Background: an optimization exercise with open tools, aiming at small area, a short achievable clock period and few clock cycles per item. Do not read the settings as production practice. The RTL was checked by simulation tests, not by an equivalence proof against the original design.

==> flow/design.v (outline; a module is shown in full before it is edited, if it fits) <==
// module value_noise_interpolator: 311 lines
// module vni_tree1: 937 lines
// module vni_tree2: 930 lines
// module vni_tree3: 927 lines
module value_noise_interpolator #(
  parameter int FRAC_BITS      = 16,
  parameter int COS_TABLE_BITS = 8
) (
  input  logic clk_i,
  input  logic rst_ni,
  input  logic                                 s_axis_tvalid,
  output logic                                 s_axis_tready,
  input  logic [((FRAC_BITS + 1 + 7) / 8) * 8 - 1:0] s_axis_tdata,
  input  logic                                 s_axis_tuser,
  output logic                                 m_axis_tvalid,
  input  logic                                 m_axis_tready,
  output logic [((FRAC_BITS + 3 + 7) / 8) * 8 - 1:0] m_axis_tdata,
  input  logic                                 cfg_we_i,
  input  logic [1:0]                           cfg_idx_i,
  input  logic [31:0]                          cfg_data_i
);
  // ...
==> flow/run.sh <==
#!/bin/bash
# synth_recipe.tcl (not shown) runs the flow's synth.tcl, then flattens the netlist and writes it again
# the make line also repeats each setting of config.mk as NAME=value (left out here)
make -C /OpenROAD-flow-scripts/flow DESIGN_CONFIG=/design/flow/config.mk WORK_HOME=/design/flow/orfs CLKGATE_MAP_FILE= SYNTH_SCRIPT=/design/flow/synth_recipe.tcl finish
==> flow/config.mk <==
export PLATFORM = sky130hd
export DESIGN_NAME = value_noise_interpolator
export DESIGN_NICKNAME = value_noise_interpolator
export VERILOG_FILES = /design/flow/design.v
export SDC_FILE = /design/flow/constraint.sdc
export NUM_CORES = 4
export LEC_CHECK = 0
export CAP_MARGIN = 20
export CORE_MARGIN = 2
export CORE_UTILIZATION = 40
export SLEW_MARGIN = 20
==> flow/constraint.sdc <==
create_clock -name core_clock -period 12.0 [get_ports {clk_i}]
set_input_delay 2.4000 -clock core_clock [delete_from_list [all_inputs] [get_ports {clk_i}]]
set_output_delay 2.4000 -clock core_clock [all_outputs]
set_load 0.01 [all_outputs]
==> flow_summary.json, run 1 <==
{
  "post_synth_fa_ha_maj_area_fraction": 0.315,
  "grt_pass1_vias": 41800,
  "grt_max_degree": 170,
  "worstReg2RegEnd": "p1_q[17]$_SDFFCE_PN0P_",
  "clk_latency_ps": 700,
  "synth_top_area_cell": "edfxtp_1",
  "dr.max_layer_used": "met5",
  "setup_viol": 0,
  "synth_commonest_cells": "inv_1 (895), fa_1 (779), and2_1 (640)",
  "dominant_cells": "multi-input combinational cells",
  "buffers": 120,
  "cts.sinks": 681,
  "inv_count": 896,
  "cp_slowest_stage_delay_ps": 500,
  "dr_total_vias": 39800,
  "crit_fanout": 5,
  "dieArea_um2": 154000,
  "netlist_instances": 5672,
  "maxCapViolCount": 0,
  "fin_util": 0.438,
  "routed_wl_um": 152000,
  "synth_compound_gate_area_share": 0.0806,
  "wl_met3_um": 8910,
  "placed_cells": 7554,
  "drt_first_pass_iters": 8,
  "ys_ff_latch": 681,
  "num_antenna_cells": 2,
  "outcome": "finished clean",
  "hp-class": "reg -> reg"
}
Testbench counts, summed over its fixed seeds: cycles 5,232, items 4,800.
==> run 2, diff against run 1 <==
--- a/flow/config.mk
+++ b/flow/config.mk
@@ -8,4 +8,5 @@
 export CAP_MARGIN = 20
 export CORE_MARGIN = 2
 export CORE_UTILIZATION = 40
+export CTS_BUF_LIST = sky130_fd_sc_hd__clkbuf_8
 export SLEW_MARGIN = 20
==> run 2 against run 1 <==
Net effect: global-route usage increased by 0.096 points; maximum frequency about the same; critical path depth unchanged; largest cell class unchanged; routed wire length increased by 0.43%; core utilization decreased by 0.15 points; sequential share of layout area increased by 0.11 points; via count increased by 0.59%; final cell count increased by 0.96%; clock skew increased by 0.84 ps.
==> flow_summary.json, run 2 <==
{
  "outcome": "finished clean",
  "nFillCells": 14100,
  "reg.largest.list": "g3_q: 32 flops, seed_q: 32 flops",
  "synth-edff-count": 632,
  "cp-start-kind": "register",
  "row_count": 142,
  "finalMaxSlewViolations": 0,
  "rrSetupSlack_ps": 7070,
  "relSlewSlack": 0.308,
  "fin_crit_ps": 4930,
  "crit_start": "g3_q[16]$_DFFE_PP_",
  "worstReg2RegEnd": "p1_q[17]$_SDFFCE_PN0P_",
  "grt_pass1_vias": 42100,
  "cp_slowest_stage_delay_ps": 500,
  "critical_path_class": "reg -> reg",
  "final_cell_mix": "inv_1 (933), fa_1 (779), and2_1 (640)",
  "required_ps": 12620,
  "drive_above_1_share": 0.0533,
  "synth_cell_types": 83,
  "period_share": 0.411,
  "min_from": "ra_q[9]$_DFFE_PP_",
  "htree_levels": 3,
  "cts_max_path_buffers": 3,
  "post_cts_resized": 0,
  "clockRootBuffer": "clkbuf_8",
  "synth_commonest_cells": "inv_1 (895), fa_1 (779), and2_1 (640)",
  "clk_latency_ps": 850,
  "cp_cell_sequence": "inv_1, ha_1, inv_1, fa_1, a21o_1, a21oi_1, o21ai_0, a21oi_1, o21bai_1, a211o_1, a21oi_1, xnor2_1, fa_1, ha_1, nor3_1, o211ai_1, a31oi_1, o31ai_1, a21o_1, a211oi_1",
  "post-cts-setup-buffer-count": 0,
  "r2r-start": "g3_q[16]$_DFFE_PP_",
  "dr_total_vias": 40100,
  "layout_commonest_cell": "inv_1",
  "cts_tree": "done",
  "netlist.area_leader.share": 0.315,
  "cts_hold_buf": 0,
  "io-pin-count": 90,
  "clk_pin_slew_worst_paths_ps": 80,
  "gp_routability_congestion": 0.929,
  "crit_fanout": 5,
  "drt_first_pass_iters": 5,
  "ant_nets": 0,
  "numPortBuffers": 77,
  "hpwl_um": 111000,
  "area_growth_pct": 8.36,
  "cp_slowest_cell": "fa_1",
  "worstRegToRegCells": 20,
  "cts.sinks": 681,
  "netlist_instances": 5672,
  "synth_most_common_cell": "inv_1",
  "antenna_found_initial": 7,
  "overflow": 0,
  "routed_wl_um": 153000,
  "ys_ff_latch": 681,
  "dieArea_um2": 154000,
  "hold_path_end": "rb_q[9]$_DFFE_PP_",
  "start_util": 0.402,
  "crit_path_end_kind": "register",
  "holdPathStages": 0,
  "grt_use_total": 0.204,
  "dieWidth_um": 392,
  "synth_top_area_cell": "edfxtp_1",
  "setup_viol": 0,
  "ys_warn_count": 1,
  "cts_made_buffers": 117,
  "maxCapViolCount": 0,
  "synth_area_leaders": "edfxtp_1 (31%), fa_1 (26%), and2_1 (6.6%)",
  "rsz0062_at_grt": "false",
  "cp.arrival_ps": 5540,
  "cp_common_cell": "a21oi_1",
  "seq_area_frac_synth": 0.335,
  "fin_setup_tns_ps": 0,
  "nets": 6772,
  "hp-class": "reg -> reg",
  "finalHoldViolCount": 0,
  "grt_max_degree": 170,
  "grt_pass1_wl_um": 242000,
  "core_region_area_um2": 150000,
  "synth_area_per_cell_um2": 10.6,
  "drc_errors": 0,
  "syn_area_um2": 60300,
  "drt_first_iter_violations": 2966,
  "finClkSkew_ps": 56.4,
  "synthFlopType": "edfxtp_1",
  "drt-wirelength-per-cell_um": 19.7,
  "clock.fmax_mhz": 203,
  "tightest_slew_ps": 1040,
  "die_y_um": 392,
  "vias_per_cell": 5.15,
  "ys_async_sr_fraction": 0.0720
}
-- run 2: cell counts after synthesis --
Identical to the previous run, type by type.
-- run 2: cell families (layout without fill, tap and decap cells) --
logic type                 Yosys count  after routing  synth area share
and+or+nand+nor                   1672           1672             0.141
buffers and inverters             1155           1233            0.0728
adders and majority gates         1051           1051             0.315
AOI/OAI and AO/OA                  766            766            0.0806
DFF                                681            681             0.335
xor gates and xnor gates           273            273            0.0401
muxes                               73             73            0.0143
other                                1             13         0.0000622
-- run 2: how the worst max path moves through the flow --
stage / cells after the start / slack (ps) / end
floorplan: 18 / 2380 / tn_q[13]$_SDFFCE_PP0P_
global placement: 20 / 7160 / p1_q[17]$_SDFFCE_PN0P_
detailed placement: 20 / 7140 / p1_q[17]$_SDFFCE_PN0P_
CTS: 20 / 7050 / p1_q[17]$_SDFFCE_PN0P_
global route: 20 / 6760 / p1_q[17]$_SDFFCE_PN0P_
finish: 20 / 7070 / p1_q[17]$_SDFFCE_PN0P_
-- run 2: final cells by class --
type / count / area, um^2 / area share
multi-input cells: 3841 / 35700 / 0.547
flip-flops and latches: 681 / 20200 / 0.310
inverters: 896 / 3360 / 0.0515
well taps: 2016 / 2520 / 0.0386
clock buffers: 122 / 1680 / 0.0257
repair buffers: 120 / 1110 / 0.0171
clock inverters: 95 / 668 / 0.0102
diodes: 7 / 17.5 / 0.000268
-- run 2: worst max-delay path: cells and delay by family, from the launching register on --
kind / cells / cell delay, ps
fa+ha+maj: 4 / 1310
flops: 1 / 380
compound gates: 12 / 2530
xor+xnor: 1 / 200
buf+inv: 2 / 120
simple gates: 1 / 160
-- run 2: through the flow --
step	hold slack [ps]	cell area, um^2	setup slack (ps)	util	std cells
2_1_floorplan	400	60300	2380	-	5677
3_3_place_gp	400	62900	7160	0.420	7554
3_5_place_dp	405	62900	7140	0.420	7554
4_1_cts	392	65300	7050	0.436	7771
5_1_grt	408	65300	6760	0.436	7774
6_report	405	65300	7070	0.436	7778
-- run 2: per-layer routing --
metal  up-vias  routed length (um)  GRT usage
met4         0                4540     0.0657
met5         -                   0          0
met3       298                9200     0.0311
met2      1285               72600      0.336
met1     20100               66800      0.275
li1      18300                   -          -
==> module value_noise_interpolator, before the edit <==
module value_noise_interpolator #(
  parameter int FRAC_BITS      = 16,
  parameter int COS_TABLE_BITS = 8
) (
  input  logic clk_i,
  input  logic rst_ni,
  input  logic                                 s_axis_tvalid,
  output logic                                 s_axis_tready,
  input  logic [((FRAC_BITS + 1 + 7) / 8) * 8 - 1:0] s_axis_tdata,
  input  logic                                 s_axis_tuser,
  output logic                                 m_axis_tvalid,
  input  logic                                 m_axis_tready,
  output logic [((FRAC_BITS + 3 + 7) / 8) * 8 - 1:0] m_axis_tdata,
  input  logic                                 cfg_we_i,
  input  logic [1:0]                           cfg_idx_i,
  input  logic [31:0]                          cfg_data_i
);
  localparam int F       = FRAC_BITS;
  localparam int C       = COS_TABLE_BITS;
  localparam int OW      = F + 3;               
  localparam int OUT_DW  = ((F + 3 + 7) / 8) * 8;
  localparam int TAB_N   = 1 << C;
  localparam int TAB_LEN = TAB_N + 1;
  localparam int K       = 8;                   
  localparam logic [F:0] ONE_P = {1'b1, {F{1'b0}}};
  function automatic logic [TAB_LEN*(F+1)-1:0] build_cos_table();
    logic [TAB_LEN*(F+1)-1:0] tab;
    longint unsigned          theta;
    longint unsigned          term;
    longint                   sum;
    longint                   ent;
    tab = '0;
    for (int k = 0; k <= TAB_N / 2; k++) begin
      theta = (vni_pkg::PI_Q30 * 64'(k)) >> C;
      term  = 64'd1 << 30;
      sum   = 0;
      for (int m = 1; m <= 8; m++) begin
        term = (term * theta) >> 30;
        term = (term * theta) >> 30;
        term = term / 64'((2 * m - 1) * (2 * m));
        if ((m % 2) == 1) begin
          sum = sum + longint'(term);
        end else begin
          sum = sum - longint'(term);
        end
      end
      if (sum < 0) begin
        sum = 0;
      end
      ent = (sum + (longint'(1) << (30 - F))) >>> (31 - F);
      tab[k*(F+1) +: F+1] = (F + 1)'(ent);
    end
    for (int k = TAB_N / 2 + 1; k <= TAB_N; k++) begin
      tab[k*(F+1) +: F+1] = ONE_P - tab[(TAB_N - k)*(F+1) +: F+1];
    end
    build_cos_table = tab;
  endfunction
  localparam logic [TAB_LEN*(F+1)-1:0] COS_TAB = build_cos_table();
  logic [1:0]  mode_q;
  logic        clip_q;
  logic [31:0] seed_q;
  always_ff @(posedge clk_i or negedge rst_ni) begin
    if (!rst_ni) begin
      mode_q <= vni_pkg::RST_INTERP_MODE;
      clip_q <= vni_pkg::RST_CLIP_ENABLE;
      seed_q <= vni_pkg::RST_SEED;
    end else if (cfg_we_i) begin
      unique case (cfg_idx_i)
        vni_pkg::CFG_INTERP_MODE: mode_q <= cfg_data_i[1:0];
        vni_pkg::CFG_CLIP_ENABLE: clip_q <= cfg_data_i[0];
        vni_pkg::CFG_SEED:        seed_q <= cfg_data_i;
        default:                  ;
      endcase
    end
  end
  logic is_cubic, is_cos, is_step;
  assign is_cubic = (mode_q == vni_pkg::MODE_CUBIC);
  assign is_cos   = (mode_q == vni_pkg::MODE_COSINE);
  assign is_step  = (mode_q == vni_pkg::MODE_STEP);
  logic       en_q;              
  logic       rdy_q;             
  logic       ovld_q;            
  logic       fill_q;            
  logic       v0_q, v1_q, vp_q, vr1_q, vra_q, vr2_q, vrb_q, vr3_q;
  logic [1:0] ocnt_q;            
  logic       push, pop;
  logic [1:0] ocnt_d;
  logic       acc, upd1, do_fill;
  assign s_axis_tready = rdy_q;
  assign acc           = s_axis_tvalid && rdy_q;
  assign upd1          = en_q && v0_q;
  assign do_fill       = fill_q || (upd1 && rst0_q);
  assign push          = en_q && vr3_q;
  assign pop           = ovld_q && m_axis_tready;
  assign ocnt_d        = ocnt_q + {1'b0, push} - {1'b0, pop};
  assign m_axis_tvalid = ovld_q;
  always_ff @(posedge clk_i or negedge rst_ni) begin
    if (!rst_ni) begin
      en_q   <= 1'b1;
      rdy_q  <= 1'b0;
      ovld_q <= 1'b0;
      fill_q <= 1'b1;
      ocnt_q <= 2'd0;
      v0_q   <= 1'b0;
      v1_q   <= 1'b0;
      vp_q   <= 1'b0;
      vr1_q  <= 1'b0;
      vra_q  <= 1'b0;
      vr2_q  <= 1'b0;
      vrb_q  <= 1'b0;
      vr3_q  <= 1'b0;
    end else begin
      fill_q <= 1'b0;
      ocnt_q <= ocnt_d;
      en_q   <= (ocnt_d != 2'd2);
      rdy_q  <= (ocnt_d != 2'd2);
      ovld_q <= (ocnt_d != 2'd0);
      if (en_q) begin
        v0_q  <= acc;
        v1_q  <= v0_q;
        vp_q  <= v1_q;
        vr1_q <= vp_q;
        vra_q <= vr1_q;
        vr2_q <= vra_q;
        vrb_q <= vr2_q;
        vr3_q <= vrb_q;
      end
    end
  end
  logic [F:0] inc0_q;
  logic       rst0_q;
  always_ff @(posedge clk_i) begin
    if (acc) begin
      inc0_q <= (s_axis_tdata[F:0] > ONE_P) ? ONE_P : s_axis_tdata[F:0];
      rst0_q <= s_axis_tuser;
    end
  end
  logic [F-1:0]       w0_q, w1_q, w2_q;
  logic [31:0]        g3_q;
  logic [F-1:0]       t1_q;
  logic [F:0]         tn_q;
  logic [31:0]  fs1, fs2, gsrc, gnext;
  logic [F-1:0] nw0, nw1, nw2, nw3, nt;
  logic         shift;
  assign fs1   = vni_pkg::xorshift32(seed_q);
  assign fs2   = vni_pkg::xorshift32(fs1);
  assign shift = tn_q[F];
  assign gsrc  = do_fill ? fs2 : g3_q;
  assign gnext = vni_pkg::xorshift32(gsrc);
  always_comb begin
    if (do_fill) begin
      nw0 = seed_q[31 -: F];
      nw1 = fs1[31 -: F];
      nw2 = gsrc[31 -: F];
      nw3 = gnext[31 -: F];
      nt  = '0;
    end else if (shift) begin
      nw0 = w1_q;
      nw1 = w2_q;
      nw2 = gsrc[31 -: F];
      nw3 = gnext[31 -: F];
      nt  = tn_q[F-1:0];
    end else begin
      nw0 = w0_q;
      nw1 = w1_q;
      nw2 = w2_q;
      nw3 = g3_q[31 -: F];
      nt  = tn_q[F-1:0];
    end
  end
  always_ff @(posedge clk_i) begin
    if (do_fill || upd1) begin
      w0_q <= nw0;
      w1_q <= nw1;
      w2_q <= nw2;
      if (do_fill || shift) begin
        g3_q <= gnext;
      end
      t1_q <= nt;
      tn_q <= fill_q && !upd1 ? '0 : ({1'b0, nt} + inc0_q);
    end
  end
  logic signed [18:0] cd, cp, cr;
  always_comb begin
    cd = 19'(w0_q) - 19'(w1_q);
    cp = 19'(g3_q[31 -: F]) - 19'(w2_q) - 19'(w0_q) + 19'(w1_q);
    cr = 19'(w2_q) - 19'(is_cubic ? w0_q : w1_q);
  end
  logic signed [17:0] p1_q;
  logic signed [16:0] d1_q;
  logic signed [16:0] r1_q;
  logic [F-1:0]       tp_q, w1p_q;
  always_ff @(posedge clk_i) begin
    if (en_q) begin
      p1_q  <= is_cubic ? cp[17:0] : '0;
      d1_q  <= is_cubic ? cd[16:0] : '0;
      r1_q  <= is_step ? '0 : cr[16:0];
      tp_q  <= t1_q;
      w1p_q <= w1_q;
    end
  end
  logic [34:0] t1s, t1c;
  logic [K:0]  lo1;
  vni_tree1 u_tree1 (.x_i(p1_q), .t_i(tp_q), .d_i(d1_q), .s_o(t1s), .c_o(t1c));
  assign lo1 = {1'b0, t1s[K-1:0]} + {1'b0, t1c[K-1:0]};
  logic [34:K]        r1s_q, r1c_q;
  logic               r1k_q;
  logic [F-1:0]       ta_q, w1a_q;
  logic signed [16:0] ra_q;
  always_ff @(posedge clk_i) begin
    if (en_q) begin
      r1s_q <= t1s[34:K];
      r1c_q <= t1c[34:K];
      r1k_q <= lo1[K];
      ta_q  <= tp_q;
      w1a_q <= w1p_q;
      ra_q  <= r1_q;
    end
  end
  logic [34:K] sum1;
  logic [F:0]  cos_w;
  assign sum1  = r1s_q + r1c_q + {{(34 - K){1'b0}}, r1k_q};
  assign cos_w = COS_TAB[ta_q[F-1 -: C]*(F+1) +: F+1];
  logic signed [18:0] a_q;
  logic [F-1:0]       tb_q, mb_q, w1b_q;
  logic signed [16:0] rb_q;
  always_ff @(posedge clk_i) begin
    if (en_q) begin
      a_q   <= sum1[34:16];
      tb_q  <= ta_q;
      mb_q  <= is_cos ? cos_w[F-1:0] : ta_q;
      w1b_q <= w1a_q;
      rb_q  <= ra_q;
    end
  end
  logic [34:0] t2s, t2c;
  logic [K:0]  lo2;
  vni_tree2 u_tree2 (.x_i(a_q), .t_i(tb_q), .d_i(rb_q), .s_o(t2s), .c_o(t2c));
  assign lo2 = {1'b0, t2s[K-1:0]} + {1'b0, t2c[K-1:0]};
  logic [34:K]  r2s_q, r2c_q;
  logic         r2k_q;
  logic [F-1:0] mc_q, w1c_q;
  always_ff @(posedge clk_i) begin
    if (en_q) begin
      r2s_q <= t2s[34:K];
      r2c_q <= t2c[34:K];
      r2k_q <= lo2[K];
      mc_q  <= mb_q;
      w1c_q <= w1b_q;
    end
  end
  logic [34:K] sum2;
  assign sum2 = r2s_q + r2c_q + {{(34 - K){1'b0}}, r2k_q};
  logic signed [18:0] b_q;
  logic [F-1:0]       md_q, w1d_q;
  always_ff @(posedge clk_i) begin
    if (en_q) begin
      b_q   <= sum2[34:16];
      md_q  <= mc_q;
      w1d_q <= w1c_q;
    end
  end
  logic [35:0] t3s, t3c;
  logic [K:0]  lo3;
  vni_tree3 u_tree3 (.x_i(b_q), .t_i(md_q), .d_i(w1d_q), .s_o(t3s), .c_o(t3c));
  assign lo3 = {1'b0, t3s[K-1:0]} + {1'b0, t3c[K-1:0]};
  logic [35:K] r3s_q, r3c_q;
  logic        r3k_q;
  always_ff @(posedge clk_i) begin
    if (en_q) begin
      r3s_q <= t3s[35:K];
      r3c_q <= t3c[35:K];
      r3k_q <= lo3[K];
    end
  end
  logic [35:K]        sum3;
  logic signed [19:0] v;
  logic signed [19:0] val_clip;
  logic [OW-1:0]      res;
  assign sum3 = r3s_q + r3c_q + {{(35 - K){1'b0}}, r3k_q};
  assign v    = $signed(sum3[35:16]);
  always_comb begin
    val_clip = v;
    if (is_cubic && clip_q) begin
      if (v < 0) begin
        val_clip = '0;
      end else if (v > 20'sd65536) begin
        val_clip = 20'sd65536;
      end
    end
    if (val_clip < -20'sd262144) begin
      res = 19'h40000;
    end else if (val_clip > 20'sd262143) begin
      res = 19'h3ffff;
    end else begin
      res = val_clip[OW-1:0];
    end
  end
  logic [OW-1:0] out_q, skid_q;
  always_ff @(posedge clk_i) begin
    if (pop && ocnt_q == 2'd2) begin
      out_q <= skid_q;
    end else if (push && (ocnt_q == 2'd0 || (ocnt_q == 2'd1 && pop))) begin
      out_q <= res;
    end
    if (push && ((ocnt_q == 2'd1 && !pop) || (ocnt_q == 2'd2 && pop))) begin
      skid_q <= res;
    end
  end
  assign m_axis_tdata = OUT_DW'(out_q);
endmodule
==> run 3, diff against run 2 <==
--- a/flow/design.v
+++ b/flow/design.v
@@ -165,6 +165,8 @@
   logic [31:0]  fs1, fs2, gsrc, gnext;
   logic [F-1:0] nw0, nw1, nw2, nw3, nt;
   logic         shift;
+  logic [F:0]   tsum;
+  assign tsum  = {1'b0, tn_q[F-1:0]} + inc0_q;
   assign fs1   = vni_pkg::xorshift32(seed_q);
   assign fs2   = vni_pkg::xorshift32(fs1);
   assign shift = tn_q[F];
@@ -200,7 +202,7 @@
         g3_q <= gnext;
       end
       t1_q <= nt;
-      tn_q <= fill_q && !upd1 ? '0 : ({1'b0, nt} + inc0_q);
+      tn_q <= do_fill ? (upd1 ? inc0_q : '0) : tsum;
     end
   end
   logic signed [18:0] cd, cp, cr;
--- a/flow/config.mk
+++ b/flow/config.mk
@@ -7,6 +7,6 @@
 export LEC_CHECK = 0
 export CAP_MARGIN = 20
 export CORE_MARGIN = 2
-export CORE_UTILIZATION = 40
-export CTS_BUF_LIST = sky130_fd_sc_hd__clkbuf_8
+export CORE_UTILIZATION = 65
+export PLACE_DENSITY = 0.75
 export SLEW_MARGIN = 20
==> run 3 against run 2 <==
Net effect: sequential cell count stayed put; clock-buffer cell count is 24 lower; global-route usage is 13 points higher; via count is 2.9% higher; final cell count is 10% lower; critical path depth is 1 lower; sequential share of layout area is 0.17 points higher; clock skew is 20 ps lower; synthesized cell count is 1.3% higher; still clean.
==> flow_summary.json, run 3 <==
{
  "outcome": "finished clean",
  "grtUsageMet2": 0.528,
  "core_region_area_um2": 93000,
  "clk_pin_slew_worst_paths_ps": 60,
  "htree_levels": 3,
  "drt_first_iter_violations": 3692,
  "clk_latency_ps": 670,
  "fin_crit_ps": 5010,
  "dieWidth_um": 310,
  "cts_tree": "done",
  "finalHoldViolCount": 0,
  "hpwl_um": 113000,
  "cts.sinks": 681,
  "row_count": 112,
  "period_share": 0.417,
  "critical_path_class": "reg -> reg",
  "finClkSkew_ps": 36.3,
  "crit_path_end_kind": "register",
  "setup_viol": 0,
  "antenna_found_initial": 2,
  "vias_per_cell": 5.89,
  "numPortBuffers": 77,
  "layout_commonest_cell": "inv_1",
  "cts_hold_buf": 0,
  "ant_nets": 0,
  "cts_made_buffers": 74,
  "rsz0062_at_grt": "false",
  "cp.arrival_ps": 5450,
  "final_cells": 7001,
  "drive_above_1_share": 0.0496,
  "grt_pass1_vias": 42800,
  "crit_fanout": 4,
  "grt_max_degree": 168,
  "synth_commonest_cells": "inv_1 (900), fa_1 (779), and2_1 (644)",
  "syn_area_um2": 60900,
  "ys_ff_latch": 681,
  "clock.fmax_mhz": 200,
  "drt_first_pass_iters": 5,
  "placed_cells": 6866,
  "synth_area_per_cell_um2": 10.6,
  "final_cell_mix": "inv_1 (900), fa_1 (779), and2_1 (645)",
  "clockRootBuffer": "clkbuf_16",
  "cts_max_path_buffers": 3,
  "relSlewSlack": 0.266,
  "fin_setup_tns_ps": 0,
  "synthFlopType": "edfxtp_1",
  "netlist.area_leader.share": 0.312,
  "start_util": 0.654,
  "synth_cell_types": 98,
  "nets": 6803,
  "drt-wirelength-per-cell_um": 21.8,
  "hp-class": "reg -> reg",
  "post-cts-setup-buffer-count": 0,
  "io-pin-count": 90,
  "ys_async_sr_fraction": 0.0720,
  "globalRouteMet1Util": 0.448,
  "min_from": "w1c_q[2]$_DFFE_PP_",
  "synth_top_area_cell": "edfxtp_1",
  "ys_warn_count": 1,
  "crit_start": "w2_q[1]$_DFFE_PP_",
  "grt_use_total": 0.329,
  "grt-busiest-layer": "met2",
  "die_y_um": 310,
  "maxCapViolCount": 0,
  "netlist_instances": 5747,
  "r2r-start": "w2_q[1]$_DFFE_PP_",
  "cp-start-kind": "register",
  "overflow": 0,
  "grt_pass1_wl_um": 241000,
  "synth_most_common_cell": "inv_1",
  "dieArea_um2": 96100,
  "reg.largest.list": "g3_q: 32 flops, seed_q: 32 flops",
  "area_growth_pct": 6.72,
  "gp_routability_congestion": 0.999,
  "tightest_slew_ps": 1090,
  "use_met3": 0.0668,
  "required_ps": 12440,
  "drc_errors": 0,
  "post_cts_resized": 0,
  "synth-edff-count": 632,
  "synth_area_leaders": "edfxtp_1 (31%), fa_1 (26%), and2_1 (6.6%)",
  "holdWs_ps": 395,
  "finalMaxSlewViolations": 0,
  "seq_area_frac_synth": 0.332,
  "routed_wl_um": 153000,
  "dr_total_vias": 41200
}
run 3: changes by cell type after synthesis, moves of 9 or more:
cell | before | now
nor3_1 | 75 | 66
a21oi_1 | 196 | 207
or3_1 | 2 | 16
nor2_1 | 223 | 209
o31ai_2 | 14 | 0
buf_2 | 3 | 14
o21ai_0 | 234 | 207
a221oi_1 | 13 | 4
a211oi_1 | 34 | 43
nand2_1 | 510 | 544
o21bai_1 | 3 | 12
nand2b_1 | 34 | 44
run 3: metrics by stage:
step / worst slack, ps / util / area, um^2
after floorplan: 2400 / - / 60900
after global placement: 6750 / 0.672 / 62600
after detailed placement: 6690 / 0.672 / 62600
after CTS: 7090 / 0.698 / 64900
after global routing: 6610 / 0.698 / 64900
final: 6990 / 0.698 / 64900
run 3: path summary, 6_finish.rpt:
check                                              end  slack (ps)  cells after the start
worst max register to register  p1_q[17]$_SDFFCE_PN0P_        6990                     19
max in group asynchronous            vr3_q$_DFFE_PN0P_        9580                      2
worst max-delay path            p1_q[17]$_SDFFCE_PN0P_        6990                     19
worst min register to register      w1d_q[2]$_DFFE_PP_         400                      0
worst min-delay path                w1d_q[2]$_DFFE_PP_         400                      0
min in group asynchronous             v0_q$_DFFE_PN0P_        1920                      2
run 3: cell families after synthesis:
kind of cell               Yosys count  share of synthesized area
buffers and inverters             1163                     0.0725
muxes                               77                     0.0155
xor gates and xnor gates           279                     0.0419
DFF                                681                      0.332
AOI/OAI and AO/OA                  771                     0.0809
other                                1                  0.0000616
adders and majority gates         1051                      0.312
and+or+nand+nor                   1724                      0.145
run 3: layer usage:
metal	share of wire	routed length, um	up-vias
li1	-	-	18500
met1	0.41	61900	20700
met2	0.47	71700	1733
met3	0.087	13200	328
met4	0.039	5910	2
met5	0.00012	18	-
run 3: final cells by class:
| cell class | count | area, um^2 |
|---|---|---|
| Clock buffer | 98 | 2090 |
| Tap cell | 1254 | 1570 |
| Multi-Input combinational cell | 3908 | 36300 |
| Timing Repair Buffer | 121 | 1110 |
| Fill cell | 6915 | 28100 |
| Inverter | 902 | 3390 |
| Antenna cell | 1 | 2.50 |
| Sequential cell | 681 | 20200 |
| Clock inverter | 36 | 280 |
run 3: critical path: stages, from the launching register on:
cell       delay (ps)
edfxtp_1          430
inv_1             180
ha_1              250
nor2b_1           120
o21ai_0           190
a21boi_0          150
o21ai_0           290
a211oi_1          170
o31ai_1           520
o21bai_1          110
a21oi_1           190
xnor2_1           180
fa_1              470
ha_1              360
a21o_1            250
a21o_1            210
a21oi_1           120
inv_1              80
o211a_1           200
a2111oi_0         330
Testbench counts of run 3, summed over its fixed seeds: cycles 5,232, items 4,800.
==> run 4, diff against run 3 <==
--- a/flow/design.v
+++ b/flow/design.v
@@ -205,11 +205,14 @@
       tn_q <= do_fill ? (upd1 ? inc0_q : '0) : tsum;
     end
   end
-  logic signed [18:0] cd, cp, cr;
+  logic signed [18:0] cd, ce, cp, cr, rc, rl;
   always_comb begin
-    cd = 19'(w0_q) - 19'(w1_q);
-    cp = 19'(g3_q[31 -: F]) - 19'(w2_q) - 19'(w0_q) + 19'(w1_q);
-    cr = 19'(w2_q) - 19'(is_cubic ? w0_q : w1_q);
+    cd = is_cubic ? (19'(w0_q) - 19'(w1_q)) : '0;
+    ce = is_cubic ? (19'(g3_q[31 -: F]) - 19'(w2_q)) : '0;
+    cp = ce - cd;
+    rc = 19'(w2_q) - 19'(w0_q);
+    rl = 19'(w2_q) - 19'(w1_q);
+    cr = (rc & {19{is_cubic}}) | (rl & {19{!is_cubic}});    
   end
   logic signed [17:0] p1_q;
   logic signed [16:0] d1_q;
@@ -217,8 +220,8 @@
   logic [F-1:0]       tp_q, w1p_q;
   always_ff @(posedge clk_i) begin
     if (en_q) begin
-      p1_q  <= is_cubic ? cp[17:0] : '0;
-      d1_q  <= is_cubic ? cd[16:0] : '0;
+      p1_q  <= cp[17:0];
+      d1_q  <= cd[16:0];
       r1_q  <= is_step ? '0 : cr[16:0];
       tp_q  <= t1_q;
       w1p_q <= w1_q;
@@ -231,6 +234,7 @@
   logic [34:K]        r1s_q, r1c_q;
   logic               r1k_q;
   logic [F-1:0]       ta_q, w1a_q;
+  logic [C-1:0]       ikn_q, ik_q;    
   logic signed [16:0] ra_q;
   always_ff @(posedge clk_i) begin
     if (en_q) begin
@@ -238,6 +242,8 @@
       r1c_q <= t1c[34:K];
       r1k_q <= lo1[K];
       ta_q  <= tp_q;
+      ikn_q <= ~tp_q[F-1 -: C];
+      ik_q  <= tp_q[F-1 -: C];
       w1a_q <= w1p_q;
       ra_q  <= r1_q;
     end
@@ -245,7 +251,12 @@
   logic [34:K] sum1;
   logic [F:0]  cos_w;
   assign sum1  = r1s_q + r1c_q + {{(34 - K){1'b0}}, r1k_q};
-  assign cos_w = COS_TAB[ta_q[F-1 -: C]*(F+1) +: F+1];
+  logic [C-1:0] cidx;
+  logic [F:0]   cos_a, cos_b;
+  assign cidx  = ~ikn_q;
+  assign cos_a = COS_TAB[cidx*(F+1) +: F+1];
+  assign cos_b = COS_TAB[ik_q*(F+1) +: F+1];
+  assign cos_w = {cos_b[F:F/2], cos_a[F/2-1:0]};
   logic signed [18:0] a_q;
   logic [F-1:0]       tb_q, mb_q, w1b_q;
   logic signed [16:0] rb_q;
--- a/flow/config.mk
+++ b/flow/config.mk
@@ -7,6 +7,5 @@
 export LEC_CHECK = 0
 export CAP_MARGIN = 20
 export CORE_MARGIN = 2
-export CORE_UTILIZATION = 65
-export PLACE_DENSITY = 0.75
+export CORE_UTILIZATION = 40
 export SLEW_MARGIN = 20
==> run 4 against run 3 <==
Net effect: clock skew increased by 17 ps; critical path depth decreased by 1; still clean on timing, DRC and antenna; hold slack improved by 11 ps; sequential share of layout area decreased by 0.62 points.
==> flow_summary.json, run 4 <==
{
  "fin_crit_ps": 4880,
  "dieWidth_um": 396,
  "holdWs_ps": 406,
  "cts_made_buffers": 84,
  "htree_levels": 3,
  "endpoint": "p1_q[16]$_DFFE_PP_",
  "netlist_instances": 5889,
  "post-cts-setup-buffer-count": 0,
  "ys_warn_count": 1,
  "finalHoldViolCount": 0,
  "synth_commonest_cells": "inv_1 (925), fa_1 (765), edfxtp_1 (641)",
  "crit_start": "w1_q[0]$_DFFE_PP_",
  "die_y_um": 396,
  "fin_setup_tns_ps": 0,
  "grt_max_degree": 186,
  "hpwl_um": 114000,
  "overflow": 0,
  "period_share": 0.407,
  "drc_errors": 0,
  "crit_fanout": 7,
  "synthFlopType": "edfxtp_1",
  "syn_area_um2": 61500,
  "cts_tree": "done",
  "cp_slowest_stage_delay_ps": 490,
  "r2r-start": "w1_q[0]$_DFFE_PP_",
  "cp_slowest_cell": "edfxtp_1",
  "worstRegToRegCells": 18,
  "synth_area_leaders": "edfxtp_1 (31%), fa_1 (25%), and2_1 (6.2%)",
  "synth_cell_types": 90,
  "crit_path_end_kind": "register",
  "reg.largest.list": "g3_q: 32 flops, seed_q: 32 flops",
  "final_cell_mix": "inv_1 (925), fa_1 (765), edfxtp_1 (641)",
  "setup_viol": 0,
  "core_region_area_um2": 152000,
  "grt_pass1_wl_um": 243000,
  "gp_routability_congestion": 0.898,
  "drt_first_pass_iters": 5,
  "required_ps": 12460,
  "synth_most_common_cell": "inv_1",
  "relSlewSlack": 0.294,
  "grt_use_total": 0.197,
  "dr_total_vias": 41300,
  "hp-class": "reg -> reg",
  "clk_pin_slew_worst_paths_ps": 70,
  "drt_first_iter_violations": 2902,
  "antenna_found_initial": 2,
  "cp_common_cell": "a21oi_1",
  "tightest_slew_ps": 1060,
  "grt_pass1_vias": 42900,
  "clockRootBuffer": "clkbuf_16",
  "cts_hold_buf": 0,
  "num_antenna_cells": 0,
  "clk_latency_ps": 710,
  "row_count": 143,
  "rsz0062_at_grt": "false",
  "finalMaxSlewViolations": 0,
  "layout_commonest_cell": "inv_1",
  "cp-start-kind": "register",
  "ant_nets": 0,
  "drt-wirelength-per-cell_um": 19.3,
  "nets": 6949,
  "start_util": 0.404,
  "drive_above_1_share": 0.0509,
  "dieArea_um2": 157000,
  "ys_ff_latch": 690,
  "routed_wl_um": 153000,
  "outcome": "finished clean",
  "critical_path_class": "reg -> reg",
  "synth-edff-count": 641,
  "post_cts_resized": 0,
  "synth_top_area_cell": "edfxtp_1",
  "rrSetupSlack_ps": 7120,
  "cts.sinks": 690,
  "netlist.area_leader.share": 0.313,
  "finClkSkew_ps": 53.0,
  "ys_async_sr_fraction": 0.0710,
  "seq_area_frac_synth": 0.333,
  "cts_max_path_buffers": 3,
  "worstReg2RegEnd": "p1_q[16]$_DFFE_PP_",
  "maxCapViolCount": 0,
  "synth_area_per_cell_um2": 10.4,
  "vias_per_cell": 5.20,
  "numPortBuffers": 77,
  "area_growth_pct": 9.22,
  "cp_cell_sequence": "ha_1, inv_1, fa_1, a21o_1, a21oi_1, o21bai_1, a21o_1, a21oi_1, o21ai_0, o41ai_1, o21ai_0, xor2_1, nand2_1, ha_1, and3_1, a211o_1, a21oi_1, xnor2_1",
  "io-pin-count": 90,
  "cp.arrival_ps": 5340,
  "clock.fmax_mhz": 205
}
-- run 4: cell types whose count changed after synthesis, moves of 12 or more --
cell	change
o211ai_1	+13
nand2b_1	-17
o21ai_0	+30
inv_1	+25
o31ai_2	+14
buf_2	-12
fa_1	-14
and2_1	-32
a21oi_1	+13
nor2_1	+68
nand2_1	+12
clkbuf_1	+13
xor2_1	+30
-- run 4: worst min path at each step --
stage                                start                  to  cells after the start
floorplan                mb_q[0]$_DFFE_PP_   mc_q[0]$_DFFE_PP_                      0
global placement    t1_q[11]$_SDFFCE_PN0P_  tp_q[11]$_DFFE_PP_                      0
detailed placement       mc_q[5]$_DFFE_PP_   md_q[5]$_DFFE_PP_                      0
CTS                     w1c_q[9]$_DFFE_PP_  w1d_q[9]$_DFFE_PP_                      0
global route         r1_q[9]$_SDFFCE_PN0P_   ra_q[9]$_DFFE_PP_                      0
finish                  w1c_q[9]$_DFFE_PP_  w1d_q[9]$_DFFE_PP_                      0
-- run 4: critical path, delay by kind of cell (launching register included) --
family	cells	cell delay [ps]
buffers and inverters	1	60
and+or+nand+nor	2	360
xor gates and xnor gates	2	430
DFF	1	490
AOI/OAI and AO/OA	10	2280
adders and majority gates	3	1030
-- run 4: per-layer routing --
| metal | vias to the layer above | share of wire | GRT usage |
|---|---|---|---|
| met4 | 0 | 0.031 | 0.0613 |
| met1 | 20800 | 0.43 | 0.261 |
| met2 | 1231 | 0.48 | 0.332 |
| met5 | - | 0 | 0 |
| li1 | 19100 | - | - |
| met3 | 290 | 0.058 | 0.0290 |
-- run 4: cells by family (layout without fill, tap and decap cells) --
family	after synthesis	in the layout	synth area share
and+or+nand+nor	1739	1739	0.142
buffers and inverters	1195	1217	0.0736
adders and majority gates	1040	1040	0.305
AOI/OAI and AO/OA	856	856	0.0897
DFF	690	690	0.333
xor gates and xnor gates	299	299	0.0426
muxes	69	69	0.0142
other	1	6	0.0000610
-- run 4: stage by stage --
step	worst slack (ps)	cell area (um^2)	instances	util
4_1_cts	7190	67100	7946	0.441
5_1_grt	6770	67200	7946	0.441
2_1_floorplan	2460	61500	5894	-
6_report	7120	67200	7946	0.441
3_3_place_gp	7270	64200	7789	0.422
3_5_place_dp	7230	64200	7789	0.422
-- run 4: cell type report --
| cell class | instances | area (um^2) |
|---|---|---|
| Fill cell | 14300 | 85100 |
| Multi-Input combinational cell | 4009 | 36500 |
| Sequential cell | 690 | 20500 |
| Inverter | 933 | 3500 |
| Tap cell | 2030 | 2540 |
| Clock buffer | 93 | 2170 |
| Timing Repair Buffer | 127 | 1150 |
| Clock inverter | 64 | 761 |
Testbench counts of run 4, summed over its fixed seeds: cycles 5,232, items 4,800.
==> run 5, diff against run 4 <==
--- a/flow/design.v
+++ b/flow/design.v
@@ -205,10 +205,24 @@
       tn_q <= do_fill ? (upd1 ? inc0_q : '0) : tsum;
     end
   end
+  logic [31:0]        gsh;
+  logic               upd_sh;
+  logic signed [16:0] e1_q, dd1_q;
+  logic signed [16:0] es, eh, ds, dh;
+  assign gsh    = vni_pkg::xorshift32(g3_q);
+  assign upd_sh = upd1 && shift;
+  assign es     = 17'(gsh[31 -: F]) - 17'(g3_q[31 -: F]);
+  assign eh     = 17'(g3_q[31 -: F]) - 17'(w2_q);
+  assign ds     = 17'(w1_q) - 17'(w2_q);
+  assign dh     = 17'(w0_q) - 17'(w1_q);
+  always_ff @(posedge clk_i) begin
+    e1_q  <= (es & {17{upd_sh}}) | (eh & {17{!upd_sh}});
+    dd1_q <= (ds & {17{upd_sh}}) | (dh & {17{!upd_sh}});
+  end
   logic signed [18:0] cd, ce, cp, cr, rc, rl;
   always_comb begin
-    cd = is_cubic ? (19'(w0_q) - 19'(w1_q)) : '0;
-    ce = is_cubic ? (19'(g3_q[31 -: F]) - 19'(w2_q)) : '0;
+    cd = 19'(dd1_q);
+    ce = 19'(e1_q);
     cp = ce - cd;
     rc = 19'(w2_q) - 19'(w0_q);
     rl = 19'(w2_q) - 19'(w1_q);
@@ -220,8 +234,8 @@
   logic [F-1:0]       tp_q, w1p_q;
   always_ff @(posedge clk_i) begin
     if (en_q) begin
-      p1_q  <= cp[17:0];
-      d1_q  <= cd[16:0];
+      p1_q  <= cp[17:0] & {18{is_cubic}};
+      d1_q  <= cd[16:0] & {17{is_cubic}};
       r1_q  <= is_step ? '0 : cr[16:0];
       tp_q  <= t1_q;
       w1p_q <= w1_q;
==> run 5 against run 4 <==
Net effect: sequential share of layout area fell by 0.11 points; largest cell class unchanged; register-to-register slack gained 340 ps; critical path depth shrank 9; critical endpoint is now mb_q[2]$_DFFE_PP_; still clean on timing, DRC and antenna.
==> flow_summary.json, run 5 <==
{
  "netlist_instances": 6201,
  "synth_cell_types": 93,
  "synth-edff-count": 641,
  "holdPathStages": 0,
  "min_from": "w1a_q[2]$_DFFE_PP_",
  "synth_area_per_cell_um2": 10.4,
  "cp_slowest_stage_delay_ps": 890,
  "drt_first_pass_iters": 5,
  "nets": 7279,
  "ys_warn_count": 1,
  "grt_use_total": 0.200,
  "netlist.area_leader.share": 0.300,
  "post_synth_fa_ha_maj_area_fraction": 0.300,
  "clk_latency_ps": 700,
  "area_growth_pct": 8.44,
  "cts_made_buffers": 82,
  "finalMaxSlewViolations": 0,
  "drc_errors": 0,
  "synth_top_area_cell": "edfxtp_1",
  "layout_commonest_cell": "inv_1",
  "synthMuxAreaShare": 0.0156,
  "hold_path_end": "w1b_q[2]$_DFFE_PP_",
  "nFillCells": 15100,
  "synth_top_family_by_area": "adder cells",
  "synthFlopType": "edfxtp_1",
  "cts_hold_buf": 0,
  "clockRootBuffer": "clkbuf_16",
  "cp_common_cell": "o21ai_0",
  "ant_nets": 0,
  "drt-wirelength-per-cell_um": 19.4,
  "start_util": 0.401,
  "reg.largest.list": "g3_q: 32 flops, seed_q: 32 flops",
  "required_ps": 12480,
  "rrSetupSlack_ps": 7450,
  "clk_pin_slew_worst_paths_ps": 70,
  "gp_routability_congestion": 0.917,
  "cts_max_path_buffers": 3,
  "clock.fmax_mhz": 220,
  "die_y_um": 405,
  "outcome": "finished clean",
  "finClkSkew_ps": 33.9,
  "grt_pass1_vias": 45100,
  "synth-xor-area-share": 0.0509,
  "crit_fanout": 18,
  "vias_per_cell": 5.25,
  "crit_path_end_kind": "register",
  "critical_path_class": "reg -> reg",
  "period_share": 0.379,
  "hpwl_um": 120000,
  "dieWidth_um": 405,
  "cts.sinks": 724,
  "grt_pass1_wl_um": 255000,
  "routed_wl_um": 161000,
  "drive_above_1_share": 0.0467,
  "finalHoldViolCount": 0,
  "drt_first_iter_violations": 3043,
  "hp-class": "reg -> reg",
  "setup_viol": 0,
  "fin_crit_ps": 4550,
  "antenna_found_initial": 0,
  "dieArea_um2": 164000,
  "seq_area_frac_synth": 0.330,
  "synth_commonest_cells": "inv_1 (969), fa_1 (767), edfxtp_1 (641)",
  "overflow": 0,
  "worstReg2RegEnd": "mb_q[2]$_DFFE_PP_",
  "cp.arrival_ps": 5030,
  "synth_area_leaders": "edfxtp_1 (30%), fa_1 (24%), ha_1 (6.1%)",
  "r2r-start": "ikn_q[0]$_DFFE_PP_",
  "io-pin-count": 90,
  "rsz0062_at_grt": "false",
  "ys_ff_latch": 724,
  "tightest_slew_ps": 1040,
  "cts_tree": "done",
  "syn_area_um2": 64200,
  "post-cts-setup-buffer-count": 0,
  "cp-start-kind": "register",
  "cp_cell_sequence": "inv_1, ha_1, and2_1, nor3_1, a211o_1, o21ai_0, o21ai_0, mux4_2, o21ai_0",
  "final_cell_mix": "inv_1 (969), fa_1 (767), edfxtp_1 (641)",
  "row_count": 147,
  "worstRegToRegCells": 9,
  "fin_setup_tns_ps": 0,
  "dpl_cell_area_um2": 66900,
  "ys_async_sr_fraction": 0.0677,
  "numPortBuffers": 77,
  "synth_compound_gate_area_share": 0.0885,
  "post_cts_resized": 0,
  "cp_slowest_cell": "edfxtp_1",
  "grt_max_degree": 176,
  "synth_most_common_cell": "inv_1",
  "synthSimpleGateAreaFrac": 0.142,
  "dr_total_vias": 43500,
  "core_region_area_um2": 160000,
  "relSlewSlack": 0.309,
  "maxCapViolCount": 0,
  "design_area_um2": 69600,
  "htree_levels": 3
}
-- run 5: critical path, delay by kind of cell (launching register included) --
family                   cells  cell delay (ps)
AND/OR/NAND/NOR              2              710
flip-flops                   1              890
multiplexers                 1              480
adder cells (fa/ha/maj)      1              820
buffers and inverters        1              560
AO/OA/AOI/OAI                4              870
-- run 5: how the worst max path moves through the flow --
| stage | startpoint | to | slack, ps |
|---|---|---|---|
| CTS | md_q[6]$_DFFE_PP_ | r3c_q[11]$_DFFE_PP_ | 7520 |
| detailed placement | m_axis_tready | skid_q[15]$_DFFE_PP_ | 7350 |
| global placement | m_axis_tready | skid_q[15]$_DFFE_PP_ | 7380 |
| global route | ikn_q[0]$_DFFE_PP_ | mb_q[2]$_DFFE_PP_ | 7330 |
| finish | ikn_q[0]$_DFFE_PP_ | mb_q[2]$_DFFE_PP_ | 7450 |
| floorplan | en_q$_DFF_PN1_ | g3_q[0]$_DFFE_PP_ | 2460 |
-- run 5: cells by family (layout without fill, tap and decap cells) --
| logic type | after synthesis | count (layout) |
|---|---|---|
| AO/OA/AOI/OAI | 900 | 900 |
| flip-flops | 724 | 724 |
| adder cells (fa/ha/maj) | 1079 | 1079 |
| other | 1 | 7 |
| multiplexers | 82 | 82 |
| buffers and inverters | 1250 | 1248 |
| XOR/XNOR | 357 | 357 |
| AND/OR/NAND/NOR | 1808 | 1808 |
-- run 5: cell type report --
cell class | instances | area (um^2) | area share
multi-input cells | 4232 | 38400 | 0.551
flip-flops and latches | 724 | 21200 | 0.304
inverters | 973 | 3650 | 0.0525
well taps | 2086 | 2610 | 0.0375
clock buffers | 105 | 2210 | 0.0317
repair buffers | 123 | 1140 | 0.0163
clock inverters | 47 | 463 | 0.00665
diodes | 1 | 2.50 | 0.0000359
-- run 5: per-stage QoR --
step | hold WS (ps) | std cells | utilization | setup WS, ps
after CTS | 405 | 8290 | 0.435 | 7520
after global routing | 406 | 8290 | 0.435 | 7330
final | 411 | 8291 | 0.435 | 7450
after global placement | 401 | 8138 | 0.418 | 7380
after floorplan | 400 | 6206 | - | 2460
after detailed placement | 405 | 8138 | 0.418 | 7350
-- run 5: routing by layer --
| layer | vias to the layer above | global-route usage | wire [um] |
|---|---|---|---|
| met2 | 1299 | 0.337 | 77400 |
| li1 | 20000 | - | - |
| met3 | 299 | 0.0261 | 8600 |
| met1 | 21900 | 0.265 | 70000 |
| met5 | - | 0 | 0 |
| met4 | 0 | 0.0672 | 5090 |
Testbench counts of run 5, summed over its fixed seeds: cycles 5,232, items 4,800.
==> run 6, diff against run 5 <==
--- a/flow/config.mk
+++ b/flow/config.mk
@@ -8,4 +8,5 @@
 export CAP_MARGIN = 20
 export CORE_MARGIN = 2
 export CORE_UTILIZATION = 40
+export CTS_BUF_LIST = sky130_fd_sc_hd__clkbuf_8
 export SLEW_MARGIN = 20
==> run 6 against run 5 <==
Net effect: critical endpoint unchanged; largest cell class unchanged; cell area grew 0.15%; clock skew grew 11 ps.
==> flow_summary.json, run 6 <==
{
  "core_region_area_um2": 160000,
  "grt_max_degree": 176,
  "routed_wl_um": 162000,
  "antenna_found_initial": 1,
  "relSlewSlack": 0.321,
  "ys_async_sr_fraction": 0.0677,
  "clockRootBuffer": "clkbuf_8",
  "required_ps": 12600,
  "final_cells": 8379,
  "rsz0062_at_grt": "false",
  "grt_use_total": 0.201,
  "crit_path_end_kind": "register",
  "cp_slowest_cell": "edfxtp_1",
  "numPortBuffers": 77,
  "finalMaxSlewViolations": 0,
  "vias_per_cell": 5.21,
  "grt_pass1_vias": 45600,
  "clk_pin_slew_worst_paths_ps": 70,
  "post_synth_fa_ha_maj_area_fraction": 0.300,
  "grt_pass1_wl_um": 256000,
  "start_util": 0.401,
  "dieArea_um2": 164000,
  "reg.largest.list": "g3_q: 32 flops, seed_q: 32 flops",
  "final_cell_mix": "inv_1 (1000), fa_1 (767), edfxtp_1 (641)",
  "cp_cell_sequence": "inv_1, ha_1, and2_1, nor3_1, a211o_1, o21ai_0, o21ai_0, mux4_2, o21ai_0",
  "dieWidth_um": 405,
  "cp_slowest_stage_delay_ps": 890,
  "io-pin-count": 90,
  "netlist.area_leader.share": 0.300,
  "maxCapViolCount": 0,
  "synth_area_leaders": "edfxtp_1 (30%), fa_1 (24%), ha_1 (6.1%)",
  "gp_routability_congestion": 0.917,
  "layout_commonest_cell": "inv_1",
  "drt_first_iter_violations": 3184,
  "synth-edff-count": 641,
  "cp-start-kind": "register",
  "synth_commonest_cells": "inv_1 (969), fa_1 (767), edfxtp_1 (641)",
  "crit_fanout": 18,
  "syn_area_um2": 64200,
  "finalHoldViolCount": 0,
  "synthMuxAreaShare": 0.0156,
  "cts_tree": "done",
  "hp-class": "reg -> reg",
  "synth_area_per_cell_um2": 10.4,
  "nets": 7329,
  "finClkSkew_ps": 44.6,
  "drt_first_pass_iters": 5,
  "critical_path_class": "reg -> reg",
  "tightest_slew_ps": 1020,
  "period_share": 0.382,
  "drive_above_1_share": 0.0577,
  "synthSimpleGateAreaFrac": 0.142,
  "cts_made_buffers": 132,
  "post-cts-setup-buffer-count": 0,
  "drt-wirelength-per-cell_um": 19.3,
  "die_y_um": 405,
  "outcome": "finished clean",
  "rrSetupSlack_ps": 7410,
  "cts_hold_buf": 0,
  "clk_latency_ps": 840,
  "netlist_instances": 6201,
  "row_count": 147,
  "clock.fmax_mhz": 218,
  "seq_area_frac_synth": 0.330,
  "synth-xor-area-share": 0.0509,
  "fin_crit_ps": 4590,
  "synth_most_common_cell": "inv_1",
  "ys_ff_latch": 724,
  "drc_errors": 0,
  "htree_levels": 4,
  "fin_setup_tns_ps": 0,
  "placed_cells": 8138,
  "cp.arrival_ps": 5180,
  "hpwl_um": 120000,
  "synth_compound_gate_area_share": 0.0885,
  "overflow": 0,
  "setup_viol": 0,
  "dr_total_vias": 43600,
  "synth_top_family_by_area": "adder cells",
  "post_cts_resized": 0,
  "cts.sinks": 724,
  "synth_top_area_cell": "edfxtp_1",
  "cp_common_cell": "o21ai_0",
  "cts_max_path_buffers": 3,
  "area_growth_pct": 8.60,
  "ys_warn_count": 1,
  "synth_cell_types": 93,
  "synthFlopType": "edfxtp_1",
  "ant_nets": 0
}
==> run 6: logic make-up after synthesis <==
group / Yosys count
other: 1
adders and majority gates: 1079
xor gates and xnor gates: 357
and+or+nand+nor: 1808
buffers and inverters: 1250
AOI/OAI and AO/OA: 900
DFF: 724
muxes: 82
==> run 6: per-layer routing <==
layer,GRT usage,vias up,part of all wire
li1,-,20100,-
met1,0.262,21900,0.43
met2,0.340,1307,0.48
met3,0.0318,298,0.055
met4,0.0674,0,0.029
met5,0,-,0
==> run 6: final cells by class <==
cell class | instances | area [um^2]
Fill cell | 15200 | 90300
Multi-Input combinational cell | 4232 | 38400
Sequential cell | 724 | 21200
Inverter | 973 | 3650
Tap cell | 2086 | 2610
Clock buffer | 148 | 2040
Timing Repair Buffer | 123 | 1140
Clock inverter | 88 | 728
Antenna cell | 5 | 12.5
==> run 6: worst max-delay path, delay by kind of cell, from the launching register on <==
family | cells | cell delay, ps
AOI/OAI and AO/OA | 4 | 880
adders and majority gates | 1 | 830
buffers and inverters | 1 | 560
DFF | 1 | 890
muxes | 1 | 480
and+or+nand+nor | 2 | 710
==> run 6: path summary, 6_finish.rpt <==
check                                   start                  to  cells after the start
max in group asynchronous              rst_ni   vr2_q$_DFFE_PN0P_                      2
max reg2reg                ikn_q[0]$_DFFE_PP_   mb_q[2]$_DFFE_PP_                      9
min reg2reg                w1c_q[2]$_DFFE_PP_  w1d_q[2]$_DFFE_PP_                      0
max                        ikn_q[0]$_DFFE_PP_   mb_q[2]$_DFFE_PP_                      9
min                        w1c_q[2]$_DFFE_PP_  w1d_q[2]$_DFFE_PP_                      0
min in group asynchronous              rst_ni    v0_q$_DFFE_PN0P_                      2
==> run 6: through the flow <==
stage / util / area (um^2) / hold slack, ps / setup WS, ps
floorplan: - / 64200 / 400 / 2460
global placement: 0.418 / 66900 / 401 / 7380
finish: 0.436 / 69700 / 381 / 7410
CTS: 0.436 / 69700 / 397 / 7400
global route: 0.436 / 69700 / 406 / 7320
detailed placement: 0.418 / 66900 / 405 / 7350
==> run 7, diff against run 6 <==
--- a/flow/config.mk
+++ b/flow/config.mk
@@ -8,5 +8,5 @@
 export CAP_MARGIN = 20
 export CORE_MARGIN = 2
 export CORE_UTILIZATION = 40
-export CTS_BUF_LIST = sky130_fd_sc_hd__clkbuf_8
+export CTS_BUF_LIST = sky130_fd_sc_hd__clkbuf_4
 export SLEW_MARGIN = 20
==> run 7 against run 6 <==
Net effect: largest cell class unchanged; clock-buffer cell count increased by 134; final cell count increased by 1.3%; global-route usage increased by 0.051 points; synthesized cell count unchanged; non-clock buffer count unchanged; synthesized area unchanged; via count increased by 1.0%.
==> flow_summary.json, run 7 <==
{
  "outcome": "finished clean",
  "clk_pin_slew_worst_paths_ps": 70,
  "synthFlopType": "edfxtp_1",
  "period_share": 0.405,
  "rsz0062_at_grt": "false",
  "io-pin-count": 90,
  "htree_levels": 4,
  "cp_cell_sequence": "clkdlybuf4s50_1",
  "grt_pass1_vias": 46100,
  "drt-wirelength-per-cell_um": 19.1,
  "cts.sinks": 724,
  "clock.fmax_mhz": 206,
  "synth_commonest_cells": "inv_1 (969), fa_1 (767), edfxtp_1 (641)",
  "post-place-ws_ps": 7350,
  "finClkSkew_ps": 97.8,
  "drive_above_1_share": 0.0746,
  "cp-start-kind": "register",
  "use_met3": 0.0311,
  "fin_util": 0.435,
  "crit_start": "rdy_q$_DFF_PN0_",
  "cp.arrival_ps": 2460,
  "grt_use_total": 0.201,
  "r2r-start": "tp_q[11]$_DFFE_PP_",
  "nets": 7386,
  "grt_pass1_wl_um": 257000,
  "min_from": "mc_q[10]$_DFFE_PP_",
  "numPortBuffers": 77,
  "crit_fanout": 2,
  "critical_path_class": "reg -> out",
  "netlist.area_leader.share": 0.300,
  "gp_routability_congestion": 0.917,
  "grt_max_degree": 176,
  "cp_slowest_stage_delay_ps": 680,
  "core_region_area_um2": 160000,
  "area_growth_pct": 8.31,
  "synth_most_common_cell": "inv_1",
  "crit_path_end_kind": "primary output",
  "seq_area_frac_synth": 0.330,
  "holdWs_ps": 382,
  "drc_errors": 0,
  "ys_async_sr_fraction": 0.0677,
  "ys_ff_latch": 724,
  "start_util": 0.401,
  "ys_warn_count": 1,
  "clk_latency_ps": 1190,
  "reg.largest.list": "g3_q: 32 flops, seed_q: 32 flops",
  "regArea_um2": 21200,
  "nFillCells": 15300,
  "grt-busiest-layer": "met2",
  "fin_setup_tns_ps": 0,
  "finalMaxSlewViolations": 0,
  "cts_tree": "done",
  "dr_total_vias": 44100,
  "post_cts_resized": 0,
  "setup_viol": 0,
  "crit_buf_inv": 1,
  "overflow": 0,
  "vias_per_cell": 5.19,
  "syn_area_um2": 64200,
  "netlist_instances": 6201,
  "maxCapViolCount": 0,
  "tightest_slew_ps": 1040,
  "post-cts-setup-buffer-count": 0,
  "required_ps": 9600,
  "final_cell_mix": "inv_1 (969), fa_1 (767), edfxtp_1 (641)",
  "finalHoldViolCount": 0,
  "synth_area_leaders": "edfxtp_1 (30%), fa_1 (24%), ha_1 (6.1%)",
  "drt_first_iter_violations": 3020,
  "critPathTopFamily": "flip-flops",
  "die_y_um": 405,
  "worst_slack_ps": 7140,
  "grtUsageMet2": 0.339,
  "synth_cell_types": 93,
  "globalRouteMet1Util": 0.262,
  "hpwl_um": 120000,
  "cp_slowest_cell": "dfrtp_1",
  "clockRootBuffer": "clkbuf_4",
  "cts_hold_buf": 0,
  "dieWidth_um": 405,
  "layout_commonest_cell": "inv_1",
  "dieArea_um2": 164000,
  "ant_nets": 0,
  "synth_area_per_cell_um2": 10.4,
  "row_count": 147,
  "cts_max_path_buffers": 3,
  "synth_top_area_cell": "edfxtp_1",
  "relSlewSlack": 0.306,
  "fin_crit_ps": 4860,
  "synth-edff-count": 641,
  "antenna_found_initial": 3,
  "drt_first_pass_iters": 5,
  "cts_made_buffers": 189,
  "hp-class": "reg -> reg",
  "multi_input_area_um2": 38400,
  "routed_wl_um": 162000
}
==> run 7: cell counts after synthesis <==
No cell type changed its count.
==> run 7: through the flow <==
step,cell area [um^2],std cells
after floorplan,64200,6206
after global placement,66900,8138
after detailed placement,66900,8138
after CTS,69500,8480
after global routing,69500,8486
final,69500,8487
==> run 7: cells by family after synthesis <==
kind of cell,count (synthesis),share of synthesized area
AOI/OAI and AO/OA,900,0.0885
xor gates and xnor gates,357,0.0509
adders and majority gates,1079,0.300
buffers and inverters,1250,0.0739
DFF,724,0.330
muxes,82,0.0156
other,1,0.0000584
and+or+nand+nor,1808,0.142
==> run 7: final timing paths <==
path / to / slack [ps] / depth (start not counted)
worst min-delay path: md_q[10]$_DFFE_PP_ / 380 / 0
max in group asynchronous: ocnt_q[0]$_DFF_PN0_ / 9940 / 2
min in group asynchronous: seed_q[13]$_DFFE_PN0P_ / 1420 / 2
worst max register to register: r1c_q[18]$_DFFE_PP_ / 7470 / 12
worst min register to register: md_q[10]$_DFFE_PP_ / 380 / 0
worst max-delay path: s_axis_tready / 7140 / 1
==> run 7: cell type report <==
type / instances / area share
diodes: 7 / 0.000252
inverters: 973 / 0.0525
clock inverters: 60 / 0.00657
flip-flops and latches: 724 / 0.304
repair buffers: 123 / 0.0163
clock buffers: 282 / 0.0304
well taps: 2086 / 0.0375
multi-input cells: 4232 / 0.552
==> run 7: per-layer routing <==
metal	wire, um	vias up
met4	4750	2
li1	-	20400
met3	9290	309
met5	20	-
met2	78600	1344
met1	69500	22000

re-timing with driven ports:
The results above use ideal ports. As a check the final layouts listed here were re-extracted and re-timed, cells and wires unchanged.
Step 1 assumes that a clkbuf_16 drives the clock port and a buf_2 every other input.
Step 2 adds t to the input delays and takes it off the output delays; t is the mean of the earliest and latest rising clock arrival at the registers after step 1. Input paths then give back, and output paths get back, about the clock's delay inside the block.
a / b / c = ideal / step 1 / step 2; a / b = the first two.
| run | t, ns | slack for setup (ns) | worst hold slack (ns) | clock arrival spread, ns |
|---|---|---|---|---|
| run 1 | 0.746 | 7.073 / 7.073 / 7.073 | 0.412 / 0.412 / 0.412 | 0.059 / 0.059 |
| run 2 | 0.882 | 7.072 / 7.072 / 7.072 | 0.405 / 0.405 / 0.405 | 0.062 / 0.062 |
| run 3 | 0.718 | 6.991 / 6.991 / 6.991 | 0.395 / 0.395 / 0.395 | 0.040 / 0.040 |
| run 4 | 0.758 | 7.118 / 7.118 / 7.118 | 0.406 / 0.406 / 0.406 | 0.057 / 0.057 |
| run 5 | 0.758 | 7.454 / 7.454 / 7.454 | 0.411 / 0.411 / 0.411 | 0.039 / 0.040 |
| run 6 | 0.895 | 7.414 / 7.414 / 7.414 | 0.381 / 0.381 / 0.381 | 0.054 / 0.053 |
| run 7 | 1.203 | 7.144 / 7.064 / 7.466 | 0.382 / 0.382 / 0.382 | 0.133 / 0.132 |
After both steps setup and hold are still met in every run listed.
